This design comes from an exercise in tuning for a short achievable clock period and few clock cycles per item on the open sky130 flow, not from production work. Function was checked by simulation only, so behaviour that the tests miss may differ from the original. No activity file was given, so power comes from the tool's default toggle rates.

===== flow/run.sh =====
#!/bin/bash
# synth_recipe.tcl (not shown) runs the flow's synth.tcl, then flattens the netlist and writes it again
# the make line also repeats each setting of config.mk as NAME=value (left out here)
make -C /OpenROAD-flow-scripts/flow DESIGN_CONFIG=/design/flow/config.mk WORK_HOME=/design/flow/orfs CLKGATE_MAP_FILE= SYNTH_SCRIPT=/design/flow/synth_recipe.tcl finish

===== flow/config.mk =====
export PLATFORM = sky130hd
export DESIGN_NAME = lc4_superscalar
export DESIGN_NICKNAME = lc4_superscalar
export VERILOG_FILES = /design/flow/design.v
export SDC_FILE = /design/flow/constraint.sdc
export NUM_CORES = 4
export LEC_CHECK = 0
export ABC_CLOCK_PERIOD_IN_PS = 2000
export CAP_MARGIN = 20
export CORE_MARGIN = 2
export CORE_UTILIZATION = 40
export GPL_ROUTABILITY_DRIVEN = 0
export SETUP_SLACK_MARGIN = 4.3
export SLEW_MARGIN = 20

===== flow/constraint.sdc =====
create_clock -name core_clock -period 6.5 [get_ports {gwe}]
set_input_delay 1.3000 -clock core_clock [delete_from_list [all_inputs] [get_ports {gwe}]]
set_output_delay 1.3000 -clock core_clock [all_outputs]
set_load 0.01 [all_outputs]

===== flow/design.v =====
`timescale 1ns/1ps
module lc4_decoder (
   input  logic [15:0] i_insn,
   output logic [2:0]  o_rd,
   output logic [2:0]  o_rs,
   output logic [2:0]  o_rt,         
   output logic        o_we,         
   output logic        o_rs_re,
   output logic        o_rt_re,
   output logic        o_is_load,
   output logic        o_is_store,
   output logic        o_is_const,
   output logic [4:0]  o_op,
   output logic        o_b_imm,      
   output logic [15:0] o_imm,        
   output logic [7:0]  o_rmask,      
   output logic [7:0]  o_amask,      
   output logic [7:0]  o_wmask       
);
   logic [3:0] opc;
   logic [2:0] sub;
   logic       add, subt, addi, andr, orr, xorr, ld, st, cst;
   assign opc  = i_insn[15:12];
   assign sub  = i_insn[5:3];
   assign add  = (opc == 4'b0001) && (sub == 3'b000);
   assign subt = (opc == 4'b0001) && (sub == 3'b010);
   assign addi = (opc == 4'b0001) && sub[2];
   assign andr = (opc == 4'b0101) && (sub == 3'b000);
   assign orr  = (opc == 4'b0101) && (sub == 3'b010);
   assign xorr = (opc == 4'b0101) && (sub == 3'b011);
   assign ld   = (opc == 4'b0110);
   assign st   = (opc == 4'b0111);
   assign cst  = (opc == 4'b1001);
   assign o_rd       = i_insn[11:9];
   assign o_rs       = i_insn[8:6];
   assign o_rt       = st ? i_insn[11:9] : i_insn[2:0];
   assign o_we       = add || subt || addi || andr || orr || xorr || ld || cst;
   assign o_rs_re    = add || subt || addi || andr || orr || xorr || ld || st;
   assign o_rt_re    = add || subt || andr || orr || xorr;
   assign o_is_load  = ld;
   assign o_is_store = st;
   assign o_is_const = cst;
   assign o_op       = {xorr, orr, andr, subt, add || addi || cst};
   assign o_b_imm    = addi || cst;
   always_comb begin
      if (cst)       o_imm = {{7{i_insn[8]}}, i_insn[8:0]};
      else if (addi) o_imm = {{11{i_insn[4]}}, i_insn[4:0]};
      else           o_imm = {{10{i_insn[5]}}, i_insn[5:0]};
   end
   always_comb begin
      o_rmask = 8'd0;
      if (o_rs_re) o_rmask[o_rs] = 1'b1;
      if (o_rt_re) o_rmask[o_rt] = 1'b1;
      o_amask = o_rmask;
      if (st)      o_rmask[o_rd] = 1'b1;
      o_wmask = 8'd0;
      if (o_we)    o_wmask[o_rd] = 1'b1;
   end
endmodule
`timescale 1ns/1ps
module lc4_regfile_ss (
   input  logic         gwe,
   input  logic         i_rst_n,
   input  logic [2:0]   i_w_rd_a,
   input  logic         i_w_rd_we_a,
   input  logic [15:0]  i_w_data_a,
   input  logic [2:0]   i_w_rd_b,
   input  logic         i_w_rd_we_b,
   input  logic [15:0]  i_w_data_b,
   output logic [127:0] o_regs
);
   logic [15:0] regs [0:7];
   always_ff @(posedge gwe) begin
      if (!i_rst_n) begin
         for (int i = 0; i < 8; i++)
            regs[i] <= 16'd0;
      end else begin
         for (int i = 0; i < 8; i++) begin
            if (i_w_rd_we_b && i_w_rd_b == i)      regs[i] <= i_w_data_b;
            else if (i_w_rd_we_a && i_w_rd_a == i) regs[i] <= i_w_data_a;
         end
      end
   end
   always_comb
      for (int i = 0; i < 8; i++)
         o_regs[16*i +: 16] = regs[i];
endmodule
`timescale 1ns/1ps
module hazard_ctrl (
   input  logic [2:0] i_r,
   input  logic       i_force,
   input  logic       i_pa_we,
   input  logic [2:0] i_pa_rd,
   input  logic       i_xa_we,
   input  logic [2:0] i_xa_rd,
   input  logic       i_xb_we,
   input  logic [2:0] i_xb_rd,
   input  logic       i_ma_we,
   input  logic       i_ma_ld,
   input  logic [2:0] i_ma_rd,
   input  logic       i_mb_we,
   input  logic       i_mb_ld,
   input  logic [2:0] i_mb_rd,
   input  logic       i_wa_we,
   input  logic [2:0] i_wa_rd,
   input  logic       i_wb_we,
   input  logic [2:0] i_wb_rd,
   output logic [9:0] o_sel
);
   logic h_pa, h_xa, h_xb, h_ma, h_mb, h_wa, h_wb;
   logic s_pa, s_xb, s_xa, s_mb, s_ma, s_wb, s_wa, s_rf;
   assign h_pa = i_pa_we && (i_pa_rd == i_r);
   assign h_xa = i_xa_we && (i_xa_rd == i_r);
   assign h_xb = i_xb_we && (i_xb_rd == i_r);
   assign h_ma = i_ma_we && (i_ma_rd == i_r);
   assign h_mb = i_mb_we && (i_mb_rd == i_r);
   assign h_wa = i_wa_we && (i_wa_rd == i_r);
   assign h_wb = i_wb_we && (i_wb_rd == i_r);
   assign s_pa = !i_force && h_pa;
   assign s_xb = !i_force && !h_pa && h_xb;
   assign s_xa = !i_force && !h_pa && !h_xb && h_xa;
   assign s_mb = !i_force && !h_pa && !h_xb && !h_xa && h_mb;
   assign s_ma = !i_force && !h_pa && !h_xb && !h_xa && !h_mb && h_ma;
   assign s_wb = !i_force && !h_pa && !h_xb && !h_xa && !h_mb && !h_ma && h_wb;
   assign s_wa = !i_force && !h_pa && !h_xb && !h_xa && !h_mb && !h_ma && !h_wb && h_wa;
   assign s_rf = !i_force && !h_pa && !h_xb && !h_xa && !h_mb && !h_ma && !h_wb && !h_wa;
   assign o_sel = {s_rf, s_wb, s_wa, (s_mb && i_mb_ld) || (s_ma && i_ma_ld), s_mb && !i_mb_ld,
                   s_ma && !i_ma_ld, s_xb, s_xa, s_pa, i_force};
endmodule
module opnd_val (
   input  logic [9:0]   i_sel,
   input  logic [15:0]  i_force_val,
   input  logic [15:0]  i_pa_imm,
   input  logic [15:0]  i_ma_res,
   input  logic [15:0]  i_mb_res,
   input  logic [15:0]  i_wa_res,
   input  logic [15:0]  i_wb_res,
   input  logic [15:0]  i_rf,
   output logic [15:0]  o_dval,
   output logic [3:0]   o_sel
);
   assign o_dval = ({16{i_sel[0]}} & i_force_val) | ({16{i_sel[1]}} & i_pa_imm)
                 | ({16{i_sel[4]}} & i_ma_res) | ({16{i_sel[5]}} & i_mb_res)
                 | ({16{i_sel[7]}} & i_wa_res) | ({16{i_sel[8]}} & i_wb_res)
                 | ({16{i_sel[9]}} & i_rf);
   assign o_sel  = {i_sel[6], i_sel[3], i_sel[2],
                    i_sel[0] || i_sel[1] || i_sel[4] || i_sel[5] || i_sel[7] || i_sel[8] || i_sel[9]};
endmodule
`timescale 1ns/1ps
module fetch_pair (
   input  logic       i_o_mem,
   input  logic       i_o_we,
   input  logic       i_o_const,
   input  logic [7:0] i_o_wmask,
   input  logic       i_y_mem,
   input  logic [7:0] i_y_amask,
   output logic       o_conflict
);
   assign o_conflict = (i_o_mem && i_y_mem)
                       || (i_o_we && !i_o_const && |(i_o_wmask & i_y_amask));
endmodule
`timescale 1ns/1ps
module ks_add16 (
   input  logic [15:0] i_a,
   input  logic [15:0] i_b,
   input  logic        i_cin,
   output logic [15:0] o_s
);
   logic [15:0] g [0:4];
   logic [15:0] p [0:4];
   logic [15:0] c;
   always_comb begin
      g[0] = i_a & i_b;
      p[0] = i_a ^ i_b;
      g[0][0] = (i_a[0] & i_b[0]) | ((i_a[0] ^ i_b[0]) & i_cin);
      for (int l = 1; l <= 4; l++) begin
         for (int k = 0; k < 16; k++) begin
            if (k >= (1 << (l - 1))) begin
               g[l][k] = g[l-1][k] | (p[l-1][k] & g[l-1][k - (1 << (l - 1))]);
               p[l][k] = p[l-1][k] & p[l-1][k - (1 << (l - 1))];
            end else begin
               g[l][k] = g[l-1][k];
               p[l][k] = p[l-1][k];
            end
         end
      end
      c[0] = i_cin;
      for (int k = 1; k < 16; k++) c[k] = g[4][k-1];
      o_s = p[0] ^ c;
   end
endmodule
module add_off6 (
   input  logic [15:0] i_base,
   input  logic [5:0]  i_off,
   output logic [15:0] o_s
);
   logic [6:0] lo;
   logic [9:0] hi, hi_inc, hi_dec;
   assign lo     = {1'b0, i_base[5:0]} + {1'b0, i_off};
   assign hi     = i_base[15:6];
   assign hi_inc = hi + 10'd1;
   assign hi_dec = hi - 10'd1;
   assign o_s[5:0]  = lo[5:0];
   assign o_s[15:6] = (lo[6] && !i_off[5]) ? hi_inc : (!lo[6] && i_off[5]) ? hi_dec : hi;
endmodule
module exec_byp (
   input  logic [3:0]  i_sel,
   input  logic [15:0] i_d,
   input  logic [4:0]  i_op_a,
   input  logic [15:0] i_sum_a,
   input  logic [15:0] i_dif_a,
   input  logic [15:0] i_lg_a,
   input  logic [4:0]  i_op_b,
   input  logic [15:0] i_sum_b,
   input  logic [15:0] i_dif_b,
   input  logic [15:0] i_lg_b,
   input  logic [15:0] i_ld,
   output logic [15:0] o_v
);
   logic ss_a, sd_a, sl_a, ss_b, sd_b, sl_b;
   assign ss_a = i_sel[1] && i_op_a[0];
   assign sd_a = i_sel[1] && i_op_a[1];
   assign sl_a = i_sel[1] && |i_op_a[4:2];
   assign ss_b = i_sel[2] && i_op_b[0];
   assign sd_b = i_sel[2] && i_op_b[1];
   assign sl_b = i_sel[2] && |i_op_b[4:2];
   assign o_v = ({16{i_sel[0]}} & i_d) | ({16{i_sel[3]}} & i_ld)
              | ({16{ss_a}} & i_sum_a) | ({16{sd_a}} & i_dif_a) | ({16{sl_a}} & i_lg_a)
              | ({16{ss_b}} & i_sum_b) | ({16{sd_b}} & i_dif_b) | ({16{sl_b}} & i_lg_b);
endmodule
module exec_lane (
   input  logic [4:0]  i_op,
   input  logic [15:0] i_a,
   input  logic [15:0] i_b,
   output logic [15:0] o_sum,
   output logic [15:0] o_dif,
   output logic [15:0] o_lg,       
   output logic [15:0] o_res
);
   ks_add16 u_add (.i_a(i_a), .i_b(i_b), .i_cin(1'b0), .o_s(o_sum));
   ks_add16 u_sub (.i_a(i_a), .i_b(~i_b), .i_cin(1'b1), .o_s(o_dif));
   assign o_lg  = ({16{i_op[2]}} & (i_a & i_b)) | ({16{i_op[3]}} & (i_a | i_b))
                | ({16{i_op[4]}} & (i_a ^ i_b));
   assign o_res = ({16{i_op[0]}} & o_sum) | ({16{i_op[1]}} & o_dif) | o_lg;
endmodule
`timescale 1ns/1ps
module dmem_port (
   input  logic [15:0] i_base,
   input  logic [5:0]  i_off,
   output logic [15:0] o_addr
);
   add_off6 u_add (.i_base(i_base), .i_off(i_off), .o_s(o_addr));
endmodule
`timescale 1ns/1ps
module lc4_superscalar #(
   parameter logic [15:0] p_pc_reset = 16'h8200
) (
   input  logic        gwe,
   input  logic        i_rst_n,
   input  logic [15:0] i_insn_a,
   input  logic [15:0] i_insn_b,
   input  logic [15:0] i_dmem_data,
   output logic [15:0] o_pc,
   output logic [15:0] o_dmem_addr,
   output logic        o_dmem_we,
   output logic [15:0] o_dmem_wdata,
   output logic [1:0]  o_wb_stall_a,
   output logic [1:0]  o_wb_stall_b,
   output logic [15:0] o_wb_pc_a,
   output logic [15:0] o_wb_pc_b,
   output logic        o_wb_rf_we_a,
   output logic        o_wb_rf_we_b,
   output logic [2:0]  o_wb_rf_wsel_a,
   output logic [2:0]  o_wb_rf_wsel_b,
   output logic [15:0] o_wb_rf_data_a,
   output logic [15:0] o_wb_rf_data_b,
   output logic [2:0]  o_wb_nzp_a,
   output logic [2:0]  o_wb_nzp_b
);
   localparam int W = 53;
   logic        pv, dv;                  
   logic [W+7:0] pq0, pq1;               
   logic [W-1:0] dp0, dp1;
   logic [W-1:0] da, db;                 
   logic        c_ab;                    
   logic        pc01;                    
   logic        c_bp0, c_f01, c_q1f0;
   logic [15:0] g_imm;
   logic        g_b;
   logic [W+7:0] df0, df1;
   logic [2:0]  f0_rd, f0_rs, f0_rt, f1_rd, f1_rs, f1_rt;
   logic        f0_we, f0_rsre, f0_rtre, f0_ld, f0_st, f0_cst, f0_bimm;
   logic        f1_we, f1_rsre, f1_rtre, f1_ld, f1_st, f1_cst, f1_bimm;
   logic [4:0]  f0_op, f1_op;
   logic [15:0] f0_imm, f1_imm;
   logic [7:0]  f0_rm, f0_wm, f1_rm, f1_wm, f0_am, f1_am;
   lc4_decoder u_dec0 (
      .i_insn(i_insn_a), .o_rd(f0_rd), .o_rs(f0_rs), .o_rt(f0_rt), .o_we(f0_we),
      .o_rs_re(f0_rsre), .o_rt_re(f0_rtre), .o_is_load(f0_ld), .o_is_store(f0_st),
      .o_is_const(f0_cst), .o_op(f0_op), .o_b_imm(f0_bimm), .o_imm(f0_imm), .o_rmask(f0_rm),
      .o_amask(f0_am), .o_wmask(f0_wm)
   );
   lc4_decoder u_dec1 (
      .i_insn(i_insn_b), .o_rd(f1_rd), .o_rs(f1_rs), .o_rt(f1_rt), .o_we(f1_we),
      .o_rs_re(f1_rsre), .o_rt_re(f1_rtre), .o_is_load(f1_ld), .o_is_store(f1_st),
      .o_is_const(f1_cst), .o_op(f1_op), .o_b_imm(f1_bimm), .o_imm(f1_imm), .o_rmask(f1_rm),
      .o_amask(f1_am), .o_wmask(f1_wm)
   );
   assign df0 = {f0_rd, f0_rs, f0_rt, f0_we, f0_rsre, f0_rtre, f0_ld, f0_st, f0_cst,
                 f0_op, f0_bimm, f0_imm, f0_rm, f0_wm, f0_am};
   assign df1 = {f1_rd, f1_rs, f1_rt, f1_we, f1_rsre, f1_rtre, f1_ld, f1_st, f1_cst,
                 f1_op, f1_bimm, f1_imm, f1_rm, f1_wm, f1_am};
   logic [2:0]  q0_rd, q0_rs, q0_rt, q1_rd, q1_rs, q1_rt;
   logic        q0_we, q0_rsre, q0_rtre, q0_ld, q0_st, q0_cst, q0_bimm;
   logic        q1_we, q1_rsre, q1_rtre, q1_ld, q1_st, q1_cst, q1_bimm;
   logic [4:0]  q0_op, q1_op;
   logic [15:0] q0_imm, q1_imm;
   logic [7:0]  q0_rm, q0_wm, q1_rm, q1_wm, q0_am, q1_am;
   assign {q0_rd, q0_rs, q0_rt, q0_we, q0_rsre, q0_rtre, q0_ld, q0_st, q0_cst,
           q0_op, q0_bimm, q0_imm, q0_rm, q0_wm, q0_am} = pq0;
   assign {q1_rd, q1_rs, q1_rt, q1_we, q1_rsre, q1_rtre, q1_ld, q1_st, q1_cst,
           q1_op, q1_bimm, q1_imm, q1_rm, q1_wm, q1_am} = pq1;
   assign dp0 = pq0[W+7:8];
   assign dp1 = pq1[W+7:8];
   logic [15:0] a_imm, b_imm;
   logic [2:0]  a_rd, a_rs, a_rt, b_rd, b_rs, b_rt;
   logic        a_we, a_rsre, a_rtre, a_ld, a_st, a_cst, a_bimm, a_mem;
   logic        b_we, b_rsre, b_rtre, b_ld, b_st, b_cst, b_bimm, b_mem;
   logic [4:0]  a_op, b_op;
   logic [7:0]  a_rm, a_wm, b_rm, b_wm;
   assign {a_rd, a_rs, a_rt, a_we, a_rsre, a_rtre, a_ld, a_st, a_cst, a_op, a_bimm, a_imm,
           a_rm, a_wm} = da;
   assign {b_rd, b_rs, b_rt, b_we, b_rsre, b_rtre, b_ld, b_st, b_cst, b_op, b_bimm, b_imm,
           b_rm, b_wm} = db;
   assign a_mem = a_ld || a_st;
   assign b_mem = b_ld || b_st;
   fetch_pair u_cf01 (
      .i_o_mem(f0_ld || f0_st), .i_o_we(f0_we), .i_o_const(f0_cst), .i_o_wmask(f0_wm),
      .i_y_mem(f1_ld || f1_st), .i_y_amask(f1_am), .o_conflict(c_f01)
   );
   fetch_pair u_cq1f0 (
      .i_o_mem(q1_ld || q1_st), .i_o_we(q1_we), .i_o_const(q1_cst), .i_o_wmask(q1_wm),
      .i_y_mem(f0_ld || f0_st), .i_y_amask(f0_am), .o_conflict(c_q1f0)
   );
   fetch_pair u_cb0 (
      .i_o_mem(b_mem), .i_o_we(b_we), .i_o_const(b_cst), .i_o_wmask(b_wm),
      .i_y_mem(q0_ld || q0_st), .i_y_amask(q0_am), .o_conflict(c_bp0)
   );
   logic       use_a, use_b, iss_a, iss_b;
   logic [7:0] l2m, l1m;      
   logic       use_a_n, use_b_n;
   assign iss_a = dv && !use_a;
   assign iss_b = dv && !use_a && !c_ab && !use_b;
   assign l2m = (a_ld ? a_wm : 8'd0) & ~b_wm | (b_ld ? b_wm : 8'd0);
   assign l1m = a_ld ? a_wm : 8'd0;
   logic [15:0] pc_1, pc_2, pc_3, pc_4;
   logic        load2, load1;    
   assign load2 = !pv || !dv || iss_b;
   assign load1 = iss_a;
   always_comb begin
      if (load2) begin
         use_a_n = dv && |(q0_rm & l2m);
         use_b_n = dv && |(q1_rm & ~q0_wm & l2m);
      end else if (load1) begin
         use_a_n = |(b_rm & l1m);
         use_b_n = |(q0_rm & ~b_wm & l1m);
      end else begin
         use_a_n = 1'b0;
         use_b_n = 1'b0;
      end
   end
   always_ff @(posedge gwe) begin
      if (!i_rst_n) begin
         use_a <= 1'b0;
         use_b <= 1'b0;
      end else begin
         use_a <= use_a_n;
         use_b <= use_b_n;
      end
   end
   always_ff @(posedge gwe) begin
      if (!i_rst_n) begin
         pv   <= 1'b0;
         dv   <= 1'b0;
         o_pc <= p_pc_reset;
         pc_1 <= p_pc_reset + 16'd1;
         pc_2 <= p_pc_reset + 16'd2;
         pc_3 <= p_pc_reset + 16'd3;
         pc_4 <= p_pc_reset + 16'd4;
      end else if (load2) begin
         pv   <= 1'b1;
         dv   <= pv;
         o_pc <= pc_2;
         pc_1 <= pc_3;
         pc_2 <= pc_4;
         pc_3 <= pc_2 + 16'd3;
         pc_4 <= pc_2 + 16'd4;
      end else if (load1) begin
         o_pc <= pc_1;
         pc_1 <= pc_2;
         pc_2 <= pc_3;
         pc_3 <= pc_4;
         pc_4 <= pc_3 + 16'd2;
      end
   end
   always_ff @(posedge gwe) begin
      if (load2) begin
         pq0   <= df0;
         pq1   <= df1;
         pc01  <= c_f01;
         da    <= dp0;
         db    <= dp1;
         c_ab  <= pc01;
         g_imm <= (q0_ld || q0_st) ? q0_imm : q1_imm;
         g_b   <= !(q0_ld || q0_st);
      end else if (load1) begin
         pq0   <= pq1;
         pq1   <= df0;
         pc01  <= c_q1f0;
         da    <= db;
         db    <= dp0;
         c_ab  <= c_bp0;
         g_imm <= b_mem ? b_imm : q0_imm;
         g_b   <= !b_mem;
      end
   end
   logic [127:0] regs;
   logic        xv_a, xv_b, xwe_a, xwe_b, xld_a, xld_b, xmv, xst;
   logic [2:0]  xrd_a, xrd_b;
   logic [4:0]  xop_a, xop_b;
   logic [15:0] xda_a, xdb_a, xda_b, xdb_b;
   logic        xmb;        
   logic        xsda;       
   logic [5:0]  xgimm;
   logic        mv_a, mv_b, mwe_a, mwe_b, mld_a, mld_b;
   logic [15:0] mres_a, mres_b;
   logic [2:0]  mrd_a, mrd_b;
   logic        wv_a, wv_b, wwe_a, wwe_b;
   logic [15:0] wres_a, wres_b;
   logic [2:0]  wrd_a, wrd_b;
   logic [15:0] nda_a, ndb_a, nda_b, ndb_b;
   logic [3:0]  nsa_a, nsb_a, nsa_b, nsb_b;
   logic [9:0] s2_aa, s2_ab, s2_ba, s2_bb, s1_aa, s1_ab, s1_ba, s1_bb;
   logic [9:0] s0_aa, s0_ab, s0_ba, s0_bb, sq_aa, sq_ab, sq_ba, sq_bb;
   hazard_ctrl u_s2_aa ( 
      .i_r(q0_rs), .i_force(!q0_rsre), .i_pa_we(1'b0), .i_pa_rd(q0_rd), 
      .i_xa_we(dv && a_we), .i_xa_rd(a_rd), .i_xb_we(dv && b_we), .i_xb_rd(b_rd), 
      .i_ma_we(xwe_a), .i_ma_ld(xld_a), .i_ma_rd(xrd_a), 
      .i_mb_we(xwe_b), .i_mb_ld(xld_b), .i_mb_rd(xrd_b), 
      .i_wa_we(mwe_a), .i_wa_rd(mrd_a), .i_wb_we(mwe_b), .i_wb_rd(mrd_b), 
      .o_sel(s2_aa) 
   );
   hazard_ctrl u_s2_ab ( 
      .i_r(q0_rt), .i_force(q0_bimm), .i_pa_we(1'b0), .i_pa_rd(q0_rd), 
      .i_xa_we(dv && a_we), .i_xa_rd(a_rd), .i_xb_we(dv && b_we), .i_xb_rd(b_rd), 
      .i_ma_we(xwe_a), .i_ma_ld(xld_a), .i_ma_rd(xrd_a), 
      .i_mb_we(xwe_b), .i_mb_ld(xld_b), .i_mb_rd(xrd_b), 
      .i_wa_we(mwe_a), .i_wa_rd(mrd_a), .i_wb_we(mwe_b), .i_wb_rd(mrd_b), 
      .o_sel(s2_ab) 
   );
   hazard_ctrl u_s2_ba ( 
      .i_r(q1_rs), .i_force(!q1_rsre), .i_pa_we(q0_we), .i_pa_rd(q0_rd), 
      .i_xa_we(dv && a_we), .i_xa_rd(a_rd), .i_xb_we(dv && b_we), .i_xb_rd(b_rd), 
      .i_ma_we(xwe_a), .i_ma_ld(xld_a), .i_ma_rd(xrd_a), 
      .i_mb_we(xwe_b), .i_mb_ld(xld_b), .i_mb_rd(xrd_b), 
      .i_wa_we(mwe_a), .i_wa_rd(mrd_a), .i_wb_we(mwe_b), .i_wb_rd(mrd_b), 
      .o_sel(s2_ba) 
   );
   hazard_ctrl u_s2_bb ( 
      .i_r(q1_rt), .i_force(q1_bimm), .i_pa_we(q0_we), .i_pa_rd(q0_rd), 
      .i_xa_we(dv && a_we), .i_xa_rd(a_rd), .i_xb_we(dv && b_we), .i_xb_rd(b_rd), 
      .i_ma_we(xwe_a), .i_ma_ld(xld_a), .i_ma_rd(xrd_a), 
      .i_mb_we(xwe_b), .i_mb_ld(xld_b), .i_mb_rd(xrd_b), 
      .i_wa_we(mwe_a), .i_wa_rd(mrd_a), .i_wb_we(mwe_b), .i_wb_rd(mrd_b), 
      .o_sel(s2_bb) 
   );
   hazard_ctrl u_s1_aa ( 
      .i_r(b_rs), .i_force(!b_rsre), .i_pa_we(1'b0), .i_pa_rd(b_rd), 
      .i_xa_we(a_we), .i_xa_rd(a_rd), .i_xb_we(1'b0), .i_xb_rd(b_rd), 
      .i_ma_we(xwe_a), .i_ma_ld(xld_a), .i_ma_rd(xrd_a), 
      .i_mb_we(xwe_b), .i_mb_ld(xld_b), .i_mb_rd(xrd_b), 
      .i_wa_we(mwe_a), .i_wa_rd(mrd_a), .i_wb_we(mwe_b), .i_wb_rd(mrd_b), 
      .o_sel(s1_aa) 
   );
   hazard_ctrl u_s1_ab ( 
      .i_r(b_rt), .i_force(b_bimm), .i_pa_we(1'b0), .i_pa_rd(b_rd), 
      .i_xa_we(a_we), .i_xa_rd(a_rd), .i_xb_we(1'b0), .i_xb_rd(b_rd), 
      .i_ma_we(xwe_a), .i_ma_ld(xld_a), .i_ma_rd(xrd_a), 
      .i_mb_we(xwe_b), .i_mb_ld(xld_b), .i_mb_rd(xrd_b), 
      .i_wa_we(mwe_a), .i_wa_rd(mrd_a), .i_wb_we(mwe_b), .i_wb_rd(mrd_b), 
      .o_sel(s1_ab) 
   );
   hazard_ctrl u_s1_ba ( 
      .i_r(q0_rs), .i_force(!q0_rsre), .i_pa_we(b_we), .i_pa_rd(b_rd), 
      .i_xa_we(a_we), .i_xa_rd(a_rd), .i_xb_we(1'b0), .i_xb_rd(b_rd), 
      .i_ma_we(xwe_a), .i_ma_ld(xld_a), .i_ma_rd(xrd_a), 
      .i_mb_we(xwe_b), .i_mb_ld(xld_b), .i_mb_rd(xrd_b), 
      .i_wa_we(mwe_a), .i_wa_rd(mrd_a), .i_wb_we(mwe_b), .i_wb_rd(mrd_b), 
      .o_sel(s1_ba) 
   );
   hazard_ctrl u_s1_bb ( 
      .i_r(q0_rt), .i_force(q0_bimm), .i_pa_we(b_we), .i_pa_rd(b_rd), 
      .i_xa_we(a_we), .i_xa_rd(a_rd), .i_xb_we(1'b0), .i_xb_rd(b_rd), 
      .i_ma_we(xwe_a), .i_ma_ld(xld_a), .i_ma_rd(xrd_a), 
      .i_mb_we(xwe_b), .i_mb_ld(xld_b), .i_mb_rd(xrd_b), 
      .i_wa_we(mwe_a), .i_wa_rd(mrd_a), .i_wb_we(mwe_b), .i_wb_rd(mrd_b), 
      .o_sel(s1_bb) 
   );
   hazard_ctrl u_s0_aa ( 
      .i_r(a_rs), .i_force(!a_rsre), .i_pa_we(1'b0), .i_pa_rd(a_rd), 
      .i_xa_we(1'b0), .i_xa_rd(a_rd), .i_xb_we(1'b0), .i_xb_rd(b_rd), 
      .i_ma_we(xwe_a), .i_ma_ld(xld_a), .i_ma_rd(xrd_a), 
      .i_mb_we(xwe_b), .i_mb_ld(xld_b), .i_mb_rd(xrd_b), 
      .i_wa_we(mwe_a), .i_wa_rd(mrd_a), .i_wb_we(mwe_b), .i_wb_rd(mrd_b), 
      .o_sel(s0_aa) 
   );
   hazard_ctrl u_s0_ab ( 
      .i_r(a_rt), .i_force(a_bimm), .i_pa_we(1'b0), .i_pa_rd(a_rd), 
      .i_xa_we(1'b0), .i_xa_rd(a_rd), .i_xb_we(1'b0), .i_xb_rd(b_rd), 
      .i_ma_we(xwe_a), .i_ma_ld(xld_a), .i_ma_rd(xrd_a), 
      .i_mb_we(xwe_b), .i_mb_ld(xld_b), .i_mb_rd(xrd_b), 
      .i_wa_we(mwe_a), .i_wa_rd(mrd_a), .i_wb_we(mwe_b), .i_wb_rd(mrd_b), 
      .o_sel(s0_ab) 
   );
   hazard_ctrl u_s0_ba ( 
      .i_r(b_rs), .i_force(!b_rsre), .i_pa_we(a_we), .i_pa_rd(a_rd), 
      .i_xa_we(1'b0), .i_xa_rd(a_rd), .i_xb_we(1'b0), .i_xb_rd(b_rd), 
      .i_ma_we(xwe_a), .i_ma_ld(xld_a), .i_ma_rd(xrd_a), 
      .i_mb_we(xwe_b), .i_mb_ld(xld_b), .i_mb_rd(xrd_b), 
      .i_wa_we(mwe_a), .i_wa_rd(mrd_a), .i_wb_we(mwe_b), .i_wb_rd(mrd_b), 
      .o_sel(s0_ba) 
   );
   hazard_ctrl u_s0_bb ( 
      .i_r(b_rt), .i_force(b_bimm), .i_pa_we(a_we), .i_pa_rd(a_rd), 
      .i_xa_we(1'b0), .i_xa_rd(a_rd), .i_xb_we(1'b0), .i_xb_rd(b_rd), 
      .i_ma_we(xwe_a), .i_ma_ld(xld_a), .i_ma_rd(xrd_a), 
      .i_mb_we(xwe_b), .i_mb_ld(xld_b), .i_mb_rd(xrd_b), 
      .i_wa_we(mwe_a), .i_wa_rd(mrd_a), .i_wb_we(mwe_b), .i_wb_rd(mrd_b), 
      .o_sel(s0_bb) 
   );
   always_ff @(posedge gwe) begin
      if (load2) begin
         sq_aa <= s2_aa;
         sq_ab <= s2_ab;
         sq_ba <= s2_ba;
         sq_bb <= s2_bb;
      end else if (load1) begin
         sq_aa <= s1_aa;
         sq_ab <= s1_ab;
         sq_ba <= s1_ba;
         sq_bb <= s1_bb;
      end else begin
         sq_aa <= s0_aa;
         sq_ab <= s0_ab;
         sq_ba <= s0_ba;
         sq_bb <= s0_bb;
      end
   end
   opnd_val u_v_aa ( 
      .i_sel(sq_aa), .i_force_val(16'd0), .i_pa_imm(a_imm), .i_ma_res(mres_a), .i_mb_res(mres_b), 
      .i_wa_res(wres_a), .i_wb_res(wres_b), .i_rf(regs[16*a_rs +: 16]), .o_dval(nda_a), .o_sel(nsa_a) 
   );
   opnd_val u_v_ab ( 
      .i_sel(sq_ab), .i_force_val(a_imm), .i_pa_imm(a_imm), .i_ma_res(mres_a), .i_mb_res(mres_b), 
      .i_wa_res(wres_a), .i_wb_res(wres_b), .i_rf(regs[16*a_rt +: 16]), .o_dval(ndb_a), .o_sel(nsb_a) 
   );
   opnd_val u_v_ba ( 
      .i_sel(sq_ba), .i_force_val(16'd0), .i_pa_imm(a_imm), .i_ma_res(mres_a), .i_mb_res(mres_b), 
      .i_wa_res(wres_a), .i_wb_res(wres_b), .i_rf(regs[16*b_rs +: 16]), .o_dval(nda_b), .o_sel(nsa_b) 
   );
   opnd_val u_v_bb ( 
      .i_sel(sq_bb), .i_force_val(b_imm), .i_pa_imm(a_imm), .i_ma_res(mres_a), .i_mb_res(mres_b), 
      .i_wa_res(wres_a), .i_wb_res(wres_b), .i_rf(regs[16*b_rt +: 16]), .o_dval(ndb_b), .o_sel(nsb_b) 
   );
   logic [15:0] alu_a, alu_b, agu, sum_a, dif_a, lg_a, sum_b, dif_b, lg_b;
   logic [15:0] fa_a, fb_a, fa_b, fb_b;
   exec_byp u_fa_a (.i_sel(nsa_a), .i_d(nda_a), .i_op_a(xop_a), .i_sum_a(sum_a), .i_dif_a(dif_a), .i_lg_a(lg_a),
                   .i_op_b(xop_b), .i_sum_b(sum_b), .i_dif_b(dif_b), .i_lg_b(lg_b), .i_ld(i_dmem_data), .o_v(fa_a));
   exec_byp u_fb_a (.i_sel(nsb_a), .i_d(ndb_a), .i_op_a(xop_a), .i_sum_a(sum_a), .i_dif_a(dif_a), .i_lg_a(lg_a),
                   .i_op_b(xop_b), .i_sum_b(sum_b), .i_dif_b(dif_b), .i_lg_b(lg_b), .i_ld(i_dmem_data), .o_v(fb_a));
   exec_byp u_fa_b (.i_sel(nsa_b), .i_d(nda_b), .i_op_a(xop_a), .i_sum_a(sum_a), .i_dif_a(dif_a), .i_lg_a(lg_a),
                   .i_op_b(xop_b), .i_sum_b(sum_b), .i_dif_b(dif_b), .i_lg_b(lg_b), .i_ld(i_dmem_data), .o_v(fa_b));
   exec_byp u_fb_b (.i_sel(nsb_b), .i_d(ndb_b), .i_op_a(xop_a), .i_sum_a(sum_a), .i_dif_a(dif_a), .i_lg_a(lg_a),
                   .i_op_b(xop_b), .i_sum_b(sum_b), .i_dif_b(dif_b), .i_lg_b(lg_b), .i_ld(i_dmem_data), .o_v(fb_b));
   always_ff @(posedge gwe) begin
      if (!i_rst_n) begin
         xv_a  <= 1'b0;
         xv_b  <= 1'b0;
         xwe_a <= 1'b0;
         xwe_b <= 1'b0;
         xmv   <= 1'b0;
         xst   <= 1'b0;
      end else begin
         xv_a  <= iss_a;
         xv_b  <= iss_b;
         xwe_a <= iss_a && a_we;
         xwe_b <= iss_b && b_we;
         xmv   <= (iss_a && a_mem) || (iss_b && b_mem);
         xst   <= (iss_a && a_st) || (iss_b && b_st);
      end
   end
   always_ff @(posedge gwe) begin
      xrd_a <= a_rd;
      xrd_b <= b_rd;
      xld_a <= a_ld;
      xld_b <= b_ld;
      xop_a <= a_op;
      xop_b <= b_op;
      xda_a <= fa_a;
      xdb_a <= fb_a;
      xda_b <= fa_b;
      xdb_b <= fb_b;
      xmb   <= g_b;
      xsda  <= a_we && !a_cst && (a_rd == b_rd);
      xgimm <= g_imm[5:0];
   end
   exec_lane u_alu_a (.i_op(xop_a), .i_a(xda_a), .i_b(xdb_a), .o_sum(sum_a), .o_dif(dif_a),
                      .o_lg(lg_a), .o_res(alu_a));
   exec_lane u_alu_b (.i_op(xop_b), .i_a(xda_b), .i_b(xdb_b), .o_sum(sum_b), .o_dif(dif_b),
                      .o_lg(lg_b), .o_res(alu_b));
   dmem_port u_agu (.i_base(xmb ? xda_b : xda_a), .i_off(xgimm), .o_addr(agu));
   always_ff @(posedge gwe) begin
      if (!i_rst_n) begin
         mv_a      <= 1'b0;
         mv_b      <= 1'b0;
         mwe_a     <= 1'b0;
         mwe_b     <= 1'b0;
         o_dmem_we <= 1'b0;
      end else begin
         mv_a      <= xv_a;
         mv_b      <= xv_b;
         mwe_a     <= xwe_a;
         mwe_b     <= xwe_b;
         o_dmem_we <= xmv && xst;
      end
   end
   always_ff @(posedge gwe) begin
      mrd_a        <= xrd_a;
      mrd_b        <= xrd_b;
      mld_a        <= xld_a;
      mld_b        <= xld_b;
      mres_a       <= alu_a;
      mres_b       <= alu_b;
      o_dmem_addr  <= agu;
      o_dmem_wdata <= !xmb ? xdb_a : xsda ? alu_a : xdb_b;
   end
   always_ff @(posedge gwe) begin
      if (!i_rst_n) begin
         wv_a  <= 1'b0;
         wv_b  <= 1'b0;
         wwe_a <= 1'b0;
         wwe_b <= 1'b0;
      end else begin
         wv_a  <= mv_a;
         wv_b  <= mv_b;
         wwe_a <= mwe_a;
         wwe_b <= mwe_b;
      end
   end
   always_ff @(posedge gwe) begin
      wrd_a  <= mrd_a;
      wrd_b  <= mrd_b;
      wres_a <= mld_a ? i_dmem_data : mres_a;
      wres_b <= mld_b ? i_dmem_data : mres_b;
   end
   lc4_regfile_ss u_rf (
      .gwe(gwe), .i_rst_n(i_rst_n),
      .i_w_rd_a(wrd_a), .i_w_rd_we_a(wwe_a), .i_w_data_a(wres_a),
      .i_w_rd_b(wrd_b), .i_w_rd_we_b(wwe_b), .i_w_data_b(wres_b),
      .o_regs(regs)
   );
   logic [2:0] nzp_a, nzp_b;
   assign nzp_a = wres_a[15] ? 3'b100 : (wres_a == 16'd0) ? 3'b010 : 3'b001;
   assign nzp_b = wres_b[15] ? 3'b100 : (wres_b == 16'd0) ? 3'b010 : 3'b001;
   always_ff @(posedge gwe) begin
      if (!i_rst_n) begin
         o_wb_stall_a <= 2'd2;
         o_wb_stall_b <= 2'd2;
         o_wb_rf_we_a <= 1'b0;
         o_wb_rf_we_b <= 1'b0;
      end else begin
         o_wb_stall_a <= wv_a ? 2'd0 : 2'd2;
         o_wb_stall_b <= wv_b ? 2'd0 : 2'd2;
         o_wb_rf_we_a <= wwe_a;
         o_wb_rf_we_b <= wwe_b;
      end
   end
   logic [15:0] ret_pc, ret_pc1;
   always_ff @(posedge gwe) begin
      if (!i_rst_n) begin
         ret_pc  <= p_pc_reset;
         ret_pc1 <= p_pc_reset + 16'd1;
      end else if (wv_b) begin
         ret_pc  <= ret_pc + 16'd2;
         ret_pc1 <= ret_pc1 + 16'd2;
      end else if (wv_a) begin
         ret_pc  <= ret_pc1;
         ret_pc1 <= ret_pc1 + 16'd1;
      end
   end
   always_ff @(posedge gwe) begin
      o_wb_pc_a      <= ret_pc;
      o_wb_pc_b      <= ret_pc1;
      o_wb_rf_wsel_a <= wrd_a;
      o_wb_rf_wsel_b <= wrd_b;
      o_wb_rf_data_a <= wres_a;
      o_wb_rf_data_b <= wres_b;
      o_wb_nzp_a     <= nzp_a;
      o_wb_nzp_b     <= nzp_b;
   end
endmodule

==> results of run 1 <==
cells by family after synthesis:
group,synth area share
AOI/OAI and AO/OA,0.1994
xor gates and xnor gates,0.04507
adders and majority gates,0.03780
buffers and inverters,0.04941
DFF,0.3849
muxes,0.1237
other,0.00008282
and+or+nand+nor,0.1597
power breakdown:
part	internal, mW	total (mW)	switching [mW]
logic	0.743	1.64	0.896
clock network	3.01	5.20	2.18
registers	5.06	5.26	0.205
worst paths after layout:
path	startpoint	endpoint	depth (start not counted)
max	xdb_a[2]	xda_b[15]	10
min	da[34]	xop_a[1]	0
max reg2reg	xdb_a[2]	xda_b[15]	10
min reg2reg	da[34]	xop_a[1]	0
per-stage QoR:
stage               hold WS (ns)  area, um^2  setup slack, ns  cells  power [mW]
finish                    0.3417       58050            3.522   6717       12.10
global route              0.3535       58040            3.484   6715       12.43
CTS                       0.3444       55620            3.611   6597       11.91
detailed placement        0.3303       48920            1.904   6211       6.515
global placement          0.3264       48920            1.974   6211       6.498
floorplan                 0.3232       46460            2.263   4860       6.076
timing repair:
item / CTS / global route
gates resized for setup: 1155 / 355
gates cloned: 14 / 5
hold buffers: 0 / 0
endpoints found under the setup margin: 758 / 490
setup buffers: 210 / 113
pin swaps: 182 / 160
sequential cells by signal, indices dropped and copies added, names as in the netlist, 37 cells and up:
name and cells:
da 37, db 45, u_rf.regs 128, pq0 53
pq1 53
cell usage in the layout (no fill, tap or decap), types with 88 or more instances in the layout:
| master | instances |
|---|---|
| a21oi_1 | 109 |
| mux2i_1 | 151 |
| nand2_1 | 782 |
| buf_6 | 154 |
| a22oi_1 | 113 |
| dfxtp_1 | 463 |
| mux2_2 | 89 |
| edfxtp_1 | 197 |
| buf_4 | 301 |
| o211a_1 | 132 |
| o21ai_0 | 112 |
| ha_1 | 88 |
| inv_1 | 116 |
| mux4_2 | 128 |
| nor2_1 | 194 |
| xnor2_1 | 151 |
| clkbuf_16 | 96 |
final cells by class:
cell class | instances | area (um^2)
timing repair inverter | 1 | 5.005
tap | 1500 | 1877
clock buffer | 119 | 2544
fill | 10020 | 54300
sequential | 772 | 17630
multi-input combinational | 3527 | 29220
inverter | 157 | 640.6
clock inverter | 43 | 496.7
antenna | 2 | 5.005
timing repair buffer | 596 | 5632
metal layers:
| metal | wire length [um] | vias to the layer above | global-route usage | share of wire |
|---|---|---|---|---|
| met5 | 122 | - | 0 | 0.00068 |
| met4 | 12050 | 8 | 0.1686 | 0.068 |
| met1 | 68810 | 20530 | 0.3754 | 0.39 |
| met2 | 79280 | 2642 | 0.4516 | 0.44 |
| met3 | 18070 | 677 | 0.06423 | 0.10 |
| li1 | - | 18520 | - | - |
cell usage after synthesis (21+ instances only):
cell	n
nand3_1	89
dfxtp_1	575
nand2_1	809
a31oi_1	25
edfxtp_1	197
o221ai_1	29
a221o_1	45
a222oi_1	85
nor2b_1	81
o21a_1	25
nor2_1	233
and2_1	44
and3_1	46
o31ai_1	21
a22oi_1	133
mux2_2	98
o211ai_1	46
mux2i_1	159
xor2_1	61
nor3_1	50
mux4_2	128
o211a_1	132
inv_1	151
o22ai_1	42
xnor2_1	172
ha_1	128
nand2b_1	44
nand4_1	63
a21oi_1	160
buf_2	64
buf_1	36
o2111ai_1	32
clkbuf_1	299
a221oi_1	70
o21ai_0	196
==> run summary, run 1 <==
* Area share of the leading cell type in the synthesized netlist at 0.2542
* Max-Cap Viols at 0
* Crit path buffers/inverters at 1
* R2R Setup Slk at 3.52 ns
* Area Growth Syn to Fin at 28.20%
* GRT Overall Usage at 0.2918
* CP endpoint kind: flop
* Core area at 112300 um^2
* Outcome: no timing/DRC/antenna violations
* Average cell area after synthesis at 9.319 um^2
* F_max at 335.8 MHz
* Initial antenna violation count at 7
* Via count at 42370
* Slowest cell on the critical path: a2111oi_4
* CP Launch Type: flop
* Worst EP required at 7.03 ns
* Largest stage delay on the critical path at 0.51 ns
* Util after Layout at 0.5167
* Reg clk slew, reported paths at 0.06 ns
* Core Rows at 123
* # H-tree levels at 3
* CP arrival at 3.51 ns
* Initial DRC count at 5910
* Number of remaining DRC errors at 0
* Asr flop ratio synth at 0
* Setup TNS at 0 ns
* Skew final at 0.03719 ns
* Post-synth EDFFs at 197
* Critical Path Fanout Max at 6
* PwrDens at 208.4 nW/um^2
* Ys flop type: dfxtp_1
* Relative slew slack at 0.1991
* Vias in the first global route at 40070
* WL final at 178300 um
* Num Clock Sinks at 772
* DR WL/cell at 26.55 um
* Crit share post-route at 0.4582
* Largest cells by area after synthesis: dfxtp_1 25%, edfxtp_1 13%, nand2_1 6.7%, mux4_2 6.4%, ha_1 3.5%
* Worst path top cell family by delay: compound AO/OA/AOI/OAI gates
* Post-synth cell types at 106
* Final setup viols at 0
* Boundary pin count at 181
* Largest net degree at the start of global routing at 148
* Mapped Cells at 4859
* IO Port Bufs at 178
* Sequential element share of the synthesized area at 0.3849
* Final Hold Fails at 0
* Total grt overflow at 0
* CTS Buf Count at 87
* Synthesized area at 45280 um^2
* Full die area at 115900 um^2
* TritonCTS clock tree: done
* Latest clock arrival within the worst-skew pair at 0.71 ns
* Final worst path period need at 2.978 ns
* RSZ-0062 raised after global routing: yes
* Post-DP HPWL at 114200 um
* Detailed-route vias per instance at 6.307
* First-pass GRT wire length at 258700 um
* Die Y at 340.5 um
* Critical path cell sequence: ha_1 > a211o_4 > a2111oi_4 > nor2_4 > o21ai_4 > o41ai_4 > mux2i_2 > buf_6 > a221oi_4 > o211ai_1
* Max VDD drop at 193.2 uV
* Maximum clock path buffer count at 3
* Worst hold path type: flop to flop
* Yosys reg bits at 772
* Cell taking the most area after synthesis: dfxtp_1
* Worst-Margin Slew at 1.200 ns
* Max-slew violations at 0
* Die W at 340.5 um
* Leakage at 24.24 nW
* Share of cells above drive strength 1 at 0.3081
* Drt first pass iters at 12
* Critical Setup Path Class: flop to flop
* Initial core utilization at 0.4030
* Nets@finish at 5325
* Final ANT Viol Nets at 0
* Synth warnings at 7
* Root Buffer: clkbuf_16
Testbench counts, summed over its fixed seeds: cycles 9,397, items 16,000.
==> run 2: changes to the inputs <==
--- a/flow/config.mk
+++ b/flow/config.mk
@@ -9,6 +9,8 @@
 export CAP_MARGIN = 20
+export CELL_PAD_IN_SITES_DETAIL_PLACEMENT = 0
+export CELL_PAD_IN_SITES_GLOBAL_PLACEMENT = 0
 export CORE_MARGIN = 2
 export CORE_UTILIZATION = 40
-export GPL_ROUTABILITY_DRIVEN = 0
-export SETUP_SLACK_MARGIN = 4.3
+export PLACE_DENSITY = 0.75
+export SETUP_SLACK_MARGIN = 4.0
 export SLEW_MARGIN = 20
==> run 2 against run 1 <==
Effect of this change: still clean on timing, DRC and antenna; final area decreased by 5.7%; routed wire length decreased by 2.4%; worst setup slack improved by 0.045 ns; critical path depth fell by 3; via count about the same; cell count shrank 2.2%; clock power decreased by 1%; sequential cell count unchanged; largest power group unchanged.
==> run summary, run 2 <==
* Relative slew slack at 0.1852 (-0.01391)
* Vias in the first global route at 40170 (+0.24%)
* Worst R2R Start: xmb
* RSZ-0062 raised after global routing: yes
* Leakage at 22.97 nW (-5.2%)
* Share of cells above drive strength 1 at 0.2461 (-0.06210)
* Crit share post-route at 0.4513 (-0.006886)
* Most frequent cell after synthesis: nand2_1
* Full die area at 115900 um^2 (unchanged)
* Largest stage delay on the critical path at 0.93 ns (+0.42 ns)
* Cell taking the most area after synthesis: dfxtp_1
* Worst EP required at 7.03 ns (about the same)
* Yosys reg bits at 772 (unchanged)
* Final worst path period need at 2.933 ns (-0.04476 ns)
* Post-synth EDFFs at 197 (unchanged)
* Util after Layout at 0.4871 (-0.02960)
* Crit path buffers/inverters at 2 (+1)
* Skew final at 0.06694 ns (+0.02975 ns)
* DR WL/cell at 26.50 um (-0.21%)
* Final ANT Viol Nets at 0 (unchanged)
* Maximum clock path buffer count at 3 (unchanged)
* Root Buffer: clkbuf_16
* Final setup viols at 0 (unchanged)
* CP Launch Type: flop
* Max VDD drop at 214.0 uV (+11%)
* Final Hold Fails at 0 (unchanged)
* IO Port Bufs at 178 (unchanged)
* Total grt overflow at 0 (unchanged)
* WL final at 174000 um (-2.4%)
* Critical path cell sequence: buf_4 > bufbuf_16 > o21ai_0 > o2111ai_4 > or4_1 > o21a_1 > xor2_1
* Initial antenna violation count at 8 (+1)
* Via count at 42400 (+0.076%)
* CP endpoint kind: flop
* Ys flop type: dfxtp_1
* Final std cells w/o fill at 6569 (-2.2%)
* Top flop regs: u_rf.regs x128, pq0 x53, pq1 x53
* Placed Instances at 6212 (+0.016%)
* Detailed-route vias per instance at 6.454 (+2.3%)
* Boundary pin count at 181 (unchanged)
* Crit path launch: xmb
* Number of remaining DRC errors at 0 (unchanged)
* PwrDens at 215.9 nW/um^2 (+3.6%)
* Area share of the leading cell type in the synthesized netlist at 0.2542 (unchanged)
* Most common cell after layout, fill and taps aside: nand2_1
* Synth warnings at 7 (unchanged)
* Core Rows at 123 (unchanged)
* # H-tree levels at 3 (unchanged)
* CP Depth at 7 (-3)
* Slowest cell on the critical path: o21ai_0
* Latest clock arrival within the worst-skew pair at 0.71 ns (about the same)
* CTS Buf Count at 86 (-1.1%)
* Worst Setup EP: o_dmem_addr[15]
* Worst hold path type: flop to flop
* Sequential element share of the synthesized area at 0.3849 (unchanged)
* Post-synth cell types at 106 (unchanged)
* Setup TNS at 0 ns (unchanged)
* Commonest cells post-synth: 809 x nand2_1, 575 x dfxtp_1, 299 x clkbuf_1, 233 x nor2_1, 197 x edfxtp_1
* Nets@finish at 5173 (-2.9%)
* Core area at 112300 um^2 (unchanged)
* Area Growth Syn to Fin at 20.85%
* Asr flop ratio synth at 0 (unchanged)
* GRT Overall Usage at 0.2855 (-0.006281)
* Largest net degree at the start of global routing at 171 (+16%)
* Max-slew violations at 0 (unchanged)
* Initial DRC count at 6144 (+4.0%)
* Biggest register: u_rf.regs
* Worst-Margin Slew at 1.221 ns (+0.02084 ns)
* First-pass GRT wire length at 254900 um (-1.5%)
* Die W at 340.5 um (unchanged)
* F_max at 340.9 MHz (+1.5%)
* Worst path top cell family by delay: compound AO/OA/AOI/OAI gates
* R2R Setup Slk at 3.57 ns (+0.04 ns)
* Depth of the worst register-to-register path at 7 (-3)
* FF-to-FF End: o_dmem_addr[15]
* Reg clk slew, reported paths at 0.06 ns (about the same)
* Most frequent cells in the layout: 798 x nand2_1, 515 x dfxtp_1, 222 x buf_4
* Num Clock Sinks at 772 (unchanged)
* Drt first pass iters at 13 (+1)
* Max-Cap Viols at 0 (unchanged)
* Die Y at 340.5 um (unchanged)
* Largest cells by area after synthesis: dfxtp_1 25%, edfxtp_1 13%, nand2_1 6.7%, mux4_2 6.4%, ha_1 3.5%
* Average cell area after synthesis at 9.319 um^2 (unchanged)
* Post-DP HPWL at 114000 um (-0.15%)
* Critical Setup Path Class: flop to flop
* Synthesized area at 45280 um^2 (unchanged)
* RD Place Congestion at 0.9982
* Outcome: no timing/DRC/antenna violations
* Max FFs per register at 128 (unchanged)
* Initial core utilization at 0.4030 (unchanged)
* Mapped Cells at 4859 (unchanged)
* TritonCTS clock tree: done
* Hold-fix buffers, CTS at 0 (unchanged)
* Critical Path Fanout Max at 16 (+10)
* CP arrival at 3.46 ns (-0.05 ns)
[run 2: worst min path at each step]
stage | from | to | slack [ns] | cells after the start
2_1_floorplan | g_b | xmb | 0.32 | 0
4_1_cts | da[37] | xop_a[4] | 0.34 | 0
5_1_grt | da[37] | xop_a[4] | 0.35 | 0
3_5_place_dp | da[37] | xop_a[4] | 0.33 | 0
6_report | da[37] | xop_a[4] | 0.34 | 0
3_3_place_gp | da[33] | xop_a[0] | 0.33 | 0
[run 2: per-layer routing]
layer	global-route usage	wire (um)	part of all wire	up-vias
li1	-	-	-	18220
met1	0.3675	65470	0.38	20540
met2	0.4361	76530	0.44	2991
met3	0.07110	20530	0.12	649
met4	0.1633	11400	0.065	4
met5	0	125	0.00072	-
[run 2: worst reg2reg max path, cell delays in order (launching register included)]
cell and delay, ns:
dfxtp_4 0.36, buf_4 0.16, bufbuf_16 0.30, o21ai_0 0.93
o2111ai_4 0.31, or4_1 0.47, o21a_1 0.13, xor2_1 0.15
[run 2: repair_timing]
item,4_1_cts,5_1_grt
endpoints found under the hold margin,0,0
gates resized for setup,939,191
pin swaps,124,80
setup buffers,112,65
setup endpoints to repair,716,272
cloned,10,2
[run 2: per-stage QoR]
step,hold slack (ns),area (um^2),worst slack [ns],power [mW]
2_1_floorplan,0.3232,45940,2.263,6.046
3_3_place_gp,0.3263,48550,2.069,6.476
3_5_place_dp,0.3278,48550,2.027,6.489
4_1_cts,0.3399,53400,3.634,11.71
5_1_grt,0.3467,54710,3.505,12.15
6_report,0.3361,54720,3.567,11.81
[run 2: cells by family (layout without fill, tap and decap cells)]
group,count (synthesis),in the layout,synth area share
AO/OA/AOI/OAI,1193,1193,0.1994
adder cells (fa/ha/maj),134,134,0.03780
flip-flops,772,772,0.3849
multiplexers,386,386,0.1237
XOR/XNOR,233,233,0.04507
buffers and inverters,566,765,0.04941
other,1,7,0.00008282
AND/OR/NAND/NOR,1574,1579,0.1597
[run 2: area by class of cell]
cell class	instances	area, um^2
diodes	5	12.51
clock buffers	111	2357
clock inverters	51	615.6
fillers	10150	57620
inverters	157	620.6
multi-input cells	3527	28080
flip-flops and latches	772	17530
well taps	1500	1877
repair buffers	445	3627
repair inverters	1	5.005
[run 2: where the power goes]
part	switching, mW	internal (mW)	leakage, nW
registers	0.199	5.06	6.97
logic	0.811	0.599	14.6
clock network	2.22	2.93	1.43

## separate check: timing with driven ports
In the flow no input, the clock included, has a driving cell. The finished layouts below were timed again as built, in two steps.
Step 1: set_driving_cell puts a clkbuf_16 on gwe and a buf_2 on each other input, an assumption about the parent block.
Step 2 also shifts input and output timing later by t, the mid clock arrival at the registers, as if the neighbouring blocks saw the same clock.
Three values: no drivers, after step 1, after step 2; two values: the first two.
run | t (ns) | setup WS [ns] | worst register clock-pin slew, ns
run 1 | 0.754 | 3.522 / 3.522 / 2.798 | 0.06 / 0.06
run 2 | 0.748 | 3.567 / 3.567 / 2.866 | 0.07 / 0.07
After both steps setup and hold are still met in every run listed. For run 1, which loses most, drivers alone change the setup slack by 0.000 ns; drivers and shift together by -0.724 ns.
